Source: an optimization exercise on an open RTL-to-GDS flow (aim: small area). Production flows keep margins and buffers that such runs may drop.
In this exercise RTL edits were held to simulation tests only and were not proved equivalent to the original.
No activity file was given, so power comes from the tool's default toggle rates.

run 1:
## mips_exec_profiler
module mips_exec_profiler #(
    parameter int CNT_W       = 16,
    parameter int TRACE_DEPTH = 16,
    parameter int CYC_W       = 8
) (
    input  logic                  clk,
    input  logic                  reset,
    input  logic                  prof_en,
    input  logic                  prof_clr,
    input  logic [2:0]            uc_state,
    input  logic [31:0]           instr,
    input  logic [4:0]            rd_addr,
    output logic [CNT_W-1:0]      rd_data,
    input  logic                  trace_pop,
    output logic                  trace_valid,
    output logic [4+CYC_W+32-1:0] trace_data,
    output logic                  trace_ovf
);
For scale: roughly 110 I/O pins, roughly 0.038 mm2 of cells after synthesis.
make LEC_CHECK=0 CAP_MARGIN=20 CORE_MARGIN=2 CORE_UTILIZATION=60 CTS_BUF_LIST=sky130_fd_sc_hd__clkbuf_8 CTS_CLUSTER_SIZE=30 PLACE_DENSITY=0.75 SLEW_MARGIN=20 finish   # period 6.0 ns
run.sh (not shown) runs the stock make flow with config.mk's settings and CLKGATE_MAP_FILE= SYNTH_SCRIPT=/design/flow/synth_recipe.tcl, a recipe that flattens the netlist after the stock synthesis.
The final layout from run 1, which completed every stage, passed the timing, DRC and antenna checks at the end of the flow.
Setup changes, run 1 to run 2
- CTS_CLUSTER_SIZE no longer set, was 30
- CTS_BUF_LIST no longer set, was sky130_fd_sc_hd__clkbuf_8
==> flow/flow/run.sh (new file) <==
#!/bin/bash
# Standard ORFS layout with two changes: port buffers use the smallest
# buffer cell, and clock tree synthesis builds larger sink clusters without
# dummy loads.
set -euo pipefail
cd "$(dirname "$0")/.."
bash standard.sh \
    "BUFFER_PORTS_ARGS=-buffer_cell sky130_fd_sc_hd__buf_1" \
    "CTS_ARGS=-sink_clustering_enable -repair_clock_nets -dont_use_dummy_load -buf_list sky130_fd_sc_hd__clkbuf_16 -sink_clustering_size 30 -sink_clustering_max_diameter 80" \
    finish > standard.log 2>&1
==> flow/standard.sh (new file) <==
#!/bin/bash
# synth_recipe.tcl (not shown) runs the flow's synth.tcl, then flattens the netlist and writes it again
# the make line also repeats each setting of config.mk as NAME=value (left out here)
make -C /OpenROAD-flow-scripts/flow DESIGN_CONFIG=/design/flow/config.mk WORK_HOME=/design/flow/orfs CLKGATE_MAP_FILE= SYNTH_SCRIPT=/design/flow/synth_recipe.tcl "${@:-finish}"
removed: flow/run.sh
Results
- Part of the total power dissipated in combinational logic in run 2 is 0.2 points higher than in run 1
- The class of the worst hold path comes out reg -> reg in one run and in -> async in the other, namely in run 2 and run 1 respectively.
- Run comparison: run 2 master of the slowest instance on the critical path sky130_fd_sc_hd__nor4_1; run 1 master of the slowest instance on the critical path sky130_fd_sc_hd__nor3_1
- The power consumption of run 2 is lower than that of run 1.
- Between run 1 and run 2, the worst setup slack is lower for run 1.
Edits applied to the flow inputs when going from run 2 to run 3:
- putting CTS_BUF_LIST at sky130_fd_sc_hd__clkbuf_4 where nothing was set
==> flow/run.sh (new file) <==
#!/bin/bash
# synth_recipe.tcl (not shown) runs the flow's synth.tcl, then flattens the netlist and writes it again
# the make line also repeats each setting of config.mk as NAME=value (left out here)
make -C /OpenROAD-flow-scripts/flow DESIGN_CONFIG=/design/flow/config.mk WORK_HOME=/design/flow/orfs CLKGATE_MAP_FILE= SYNTH_SCRIPT=/design/flow/synth_recipe.tcl finish
removed: flow/flow/run.sh
removed: flow/standard.sh
Notes after the runs:
In summary, run 3 completed successfully, with a layout that passed the timing, DRC and antenna checks. Run 2 closes out successfully: all stages finished, all timing, DRC and antenna checks passed. Run 3 consumes more power than run 2 does. Compared run 3 vs run 2, and number of buffers and inverters on the critical path is up in run 3. Min delay contributed by the slowest stage of the critical path across run 3 and run 2: run 2. [run 3 vs run 2] sum of met3 wire segment lengths after detailed routing: higher in run 3. Compared with run 2, run 3 shows global-route wire length before repair that has gone up by a few percent. Run 3 reports its startpoint of the worst setup timing path as u_trace_fifo.r_occ[8] while run 2 reports prof_en. Adder and majority cell fraction of the synthesized area: run 3 vs run 2 identical.
The following lists how run 4 was set up differently from run 3:
- a deleted CTS_BUF_LIST that had been sky130_fd_sc_hd__clkbuf_4
==> flow/flow/run.sh (new file) <==
#!/bin/bash
# Standard ORFS layout with two changes: port buffers use the smallest
# buffer cell, and clock tree synthesis builds larger sink clusters without
# dummy loads.
set -euo pipefail
cd "$(dirname "$0")/.."
bash standard.sh \
    "BUFFER_PORTS_ARGS=-buffer_cell sky130_fd_sc_hd__buf_1" \
    "CTS_ARGS=-sink_clustering_enable -repair_clock_nets -dont_use_dummy_load -buf_list sky130_fd_sc_hd__clkbuf_16 -sink_clustering_size 25 -sink_clustering_max_diameter 60" \
    finish > standard.log 2>&1
==> flow/standard.sh (new file) <==
#!/bin/bash
# synth_recipe.tcl (not shown) runs the flow's synth.tcl, then flattens the netlist and writes it again
# the make line also repeats each setting of config.mk as NAME=value (left out here)
make -C /OpenROAD-flow-scripts/flow DESIGN_CONFIG=/design/flow/config.mk WORK_HOME=/design/flow/orfs CLKGATE_MAP_FILE= SYNTH_SCRIPT=/design/flow/synth_recipe.tcl "${@:-finish}"
removed: flow/run.sh
Findings:
Run 3 → run 4: total clock network power moved down; wire length saw a decrease; share of total power consumed by net switching now smaller; wire length of the first global-routing pass lower; count of clock-buffer cells in the layout went down by about 90%. Fraction of met3 tracks used by global routing on run 4 is down relative to run 3. Summary — utilization after layout, run 4 relative to run 3: lower, by 3.7 points. Run 4 ended up with a higher setup skew after layout than run 3 did. Delta (run 4 minus run 3): clock network fraction of design power shrank by 9.7 points, design area shrank by 5.4%.

==> afterwards: timing with drivers on the ports <==
Ports are ideal in the flow. The routed layouts listed here were re-timed in OpenROAD.
Step 1 sets driving cells, clkbuf_16 on the clock port and buf_2 on the other inputs (assumed; they add their load-dependent delay and slew).
Step 2 times the ports against the registers' clock, not the clock port: input delays grow and output delays shrink by t, the midpoint of the rising clock arrivals with the driver on.
Three values: ideal, step 1, step 2; two values: the first two.
| run | t, ns | setup slack, ns | slew at the worst register clock pin (ns) | worst slew at a driven data input, ns |
|---|---|---|---|---|
| run 1 | 0.857 | 0.892 / 0.892 / 0.241 | 0.07 / 0.07 | 0.11 |
| run 2 | 0.651 | 1.136 / 1.136 / 0.485 | 0.11 / 0.11 | 0.12 |
| run 3 | 1.103 | 0.776 / 0.714 / 0.232 | 0.08 / 0.08 | 0.12 |
| run 4 | 0.680 | 1.120 / 1.125 / 0.445 | 0.10 / 0.10 | 0.12 |
After both steps setup and hold are still met in every run listed. For run 4, which loses most, drivers alone change the setup slack by +0.005 ns; drivers and shift together by -0.675 ns.
